This design comes from an exercise in tuning for small area, a short achievable clock period and few clock cycles per item on the open sky130 flow, not from production work.
At most, simulation tests tie the RTL to the original design; equivalence was not proved.
Power and IR drop assume default switching activity.

ember:
==> flow/design.v (excerpt) <==
module systolic_dct_1d_param #(
    parameter int N         = 8,
    parameter int DATA_W    = 16,
    parameter int COEF_W    = 16,
    parameter int FRAC_BITS = 14,
    parameter int ACC_W     = DATA_W + COEF_W + $clog2(N),
    parameter int OUT_W     = 32
) (
    input  logic                      clk,
    input  logic                      rst,
    input  logic signed [DATA_W-1:0]  in_data,
    input  logic                      in_valid,
    output logic                      in_ready,
    input  logic                      coef_we,
    input  logic [$clog2(N*N)-1:0]    coef_addr,
    input  logic signed [COEF_W-1:0]  coef_wdata,
    output logic [N*OUT_W-1:0]        out_data,
    output logic                      out_valid,
    input  logic                      out_ready,
    output logic                      done,
    output logic                      busy
);
For scale: roughly 10000 cells after synthesis, about 2100 flip-flops, about 300 I/O pins, ~0.13 mm2 of cells after synthesis.
Settings: LEC_CHECK=0, CAP_MARGIN=20, CORE_MARGIN=2, CORE_UTILIZATION=40, SLEW_MARGIN=20, SYNTH_HIERARCHICAL=1; clock period 10.0 ns.
standard.sh (not shown) runs the stock make flow with config.mk's settings and CLKGATE_MAP_FILE= SYNTH_SCRIPT=/design/flow/synth_recipe.tcl, a recipe that flattens the netlist after the stock synthesis.
==> flow/flow/run.sh <==
#!/bin/bash
# Layout flow: the standard flow (the standard.sh) with a larger setup repair margin and
# a clock tree built from larger sink clusters without dummy loads.
set -o pipefail
export SETUP_SLACK_MARGIN=6.5
export CTS_ARGS="-sink_clustering_enable -repair_clock_nets -sink_clustering_size 25 -sink_clustering_max_diameter 80 -dont_use_dummy_load"
bash standard.sh synth > synth.log 2>&1 || exit 1
bash standard.sh finish > finish.log 2>&1 || exit 1
Testbench counts of ember, summed over its fixed seeds: cycles 3,112, blocks 384.
Inputs modified between ember and sierra:
--- a/flow/design.v
+++ b/flow/design.v
@@ -28,24 +28,24 @@
     logic                v1;
     logic [2:0]          n1;
     logic [7:0]          n1oh;
     logic [15:0]         x1;
     logic                vb;
     logic [2:0]          nb;
     logic [7:0]          nboh;
     logic [15:0]         xb;
     logic                rst_r, wq_v;
     logic [5:0]          wq_a;
     logic [15:0]         wq_d;
-    logic [2:0]          ys    [8];
-    logic [2:0]          ys_nx [8];
+    logic [10:0]         ys    [8];
+    logic [10:0]         ys_nx [8];
     logic                v2, last2;
     logic [3:0]          first2;      
     logic [3:0]          b_first;
     logic [3:0][7:0]     one2;
     logic [3:0][7:0]     two2;
     logic [3:0][7:0]     neg2;
     logic [15:0]         cr   [8];
     logic [AW-1:0]       acc_s [8];
     logic [AW-1:0]       acc_c [8];
     logic [AW-1:0]       as_in [8];
     logic [AW-1:0]       ac_in [8];
@@ -140,23 +140,23 @@
         always_ff @(posedge clk) begin
             acc_s[k] <= s_nx[k];
             acc_c[k] <= c_nx[k];
         end
         dct_cpa u_cpa (.a(acc_s[k]), .b(acc_c[k]), .y(y_nx[k]), .ys(ys_nx[k]));
         always_ff @(posedge clk) begin
             if (transfer) begin
                 y[k]  <= y_nx[k];
                 ys[k] <= ys_nx[k];
             end
         end
-        assign out_data[k*OUT_W +: OUT_W] = {{3{ys[k][2]}}, {4{ys[k][1]}}, {4{ys[k][0]}}, y[k]};
+        assign out_data[k*OUT_W +: OUT_W] = {ys[k], y[k]};
     end
 endmodule
 module dct_mac_tree (
     input  logic [15:0]   c,
     input  logic [7:0]    one,
     input  logic [7:0]    two,
     input  logic [7:0]    neg,
     input  logic          val,
     input  logic [34:0]   as_i,
     input  logic [34:0]   ac_i,
     output logic [34:0]   s_o,
@@ -437,23 +437,23 @@
     assign s  = a ^ b ^ c;
     assign co = (a & b) | (a & c) | (b & c);
 endmodule
 module dct_ha (input logic a, input logic b, output logic s, output logic co);
     assign s  = a ^ b;
     assign co = a & b;
 endmodule
 module dct_cpa (
     input  logic [34:0] a,
     input  logic [34:0] b,
     output logic [20:0] y,
-    output logic [2:0] ys
+    output logic [10:0] ys
 );
     wire [34:0] g = a & b;
     wire [34:0] p = a ^ b;
     wire gg0 = g[1] | (p[1] & g[0]);
     wire pp0 = p[1] & p[0];
     wire gg1 = g[3] | (p[3] & g[2]);
     wire pp1 = p[3] & p[2];
     wire gg2 = g[5] | (p[5] & g[4]);
     wire pp2 = p[5] & p[4];
     wire gg3 = g[7] | (p[7] & g[6]);
     wire pp3 = p[7] & p[6];
@@ -584,23 +584,23 @@
     assign y[10] = p[24] ^ gg32;
     assign y[11] = p[25] ^ gg55;
     assign y[12] = p[26] ^ gg41;
     assign y[13] = p[27] ^ gg56;
     assign y[14] = p[28] ^ gg35;
     assign y[15] = p[29] ^ gg57;
     assign y[16] = p[30] ^ gg42;
     assign y[17] = p[31] ^ gg58;
     assign y[18] = p[32] ^ gg31;
     assign y[19] = p[33] ^ gg59;
     assign y[20] = p[34] ^ gg43;
-    assign ys = {3{p[34] ^ gg43}};
+    assign ys = {11{p[34] ^ gg43}};
 endmodule
 module dct_booth_enc (
     input  logic [15:0] x,
     input  logic        v,
     input  logic [2:0]  n,
     output logic [7:0]  one,
     output logic [7:0]  two,
     output logic [7:0]  neg,
     output logic        first
 );
     assign first = v & (n == 3'd0);
--- outcome ---
The count of clock tree sinks in sierra was higher than what ember gave.
Aggregate routed wire length in sierra vs ember: up 3100 um
The register area share after synthesis in sierra was higher than what ember gave.
Total number of cells along the worst setup path was lower in sierra than in ember.
Compared with ember, sierra improves maximum frequency.
Against ember, sierra comes in 2.0% higher on count of clock-buffer cells in the layout.
In sierra relative to ember, number of CTS-inserted buffers had gone up by a few percent.
In the reports for sierra and ember, the smaller sequential power belongs to ember.
Going from ember to sierra, the arrival time at the worst endpoint was found to have gone down by 90 ps.
Any difference in multiplexer share of the synthesized area between sierra and ember is small enough to ignore.
Looking at sierra and ember, the half-perimeter wire length after detailed placement is a wash.
Looking at site row count, sierra sits above ember.
For sierra, only the layout was checked, not whether the RTL still works.

-- static timing again, ports no longer ideal --
Ports are ideal in the flow. The routed layouts listed here were re-timed in OpenROAD.
Step 1 assumes that a clkbuf_16 drives the clock port and a buf_2 every other input.
Step 2 times the ports against the registers' clock, not the clock port: input delays grow and output delays shrink by t, the midpoint of the rising clock arrivals with the driver on.
Slacks: ideal ports / drivers / drivers and shift; pairs: ideal ports / drivers.
| run | shift t [ns] | setup slack, ns | hold slack, ns |
|---|---|---|---|
| ember | 0.958 | 6.439 / 6.344 / 6.293 | 0.270 / 0.270 / 0.270 |
| sierra | 0.968 | 6.535 / 6.433 / 6.202 | 0.314 / 0.314 / 0.314 |
After both steps setup and hold are still met in every run listed. For sierra, which loses most, drivers alone change the setup slack by -0.102 ns; drivers and shift together by -0.333 ns.
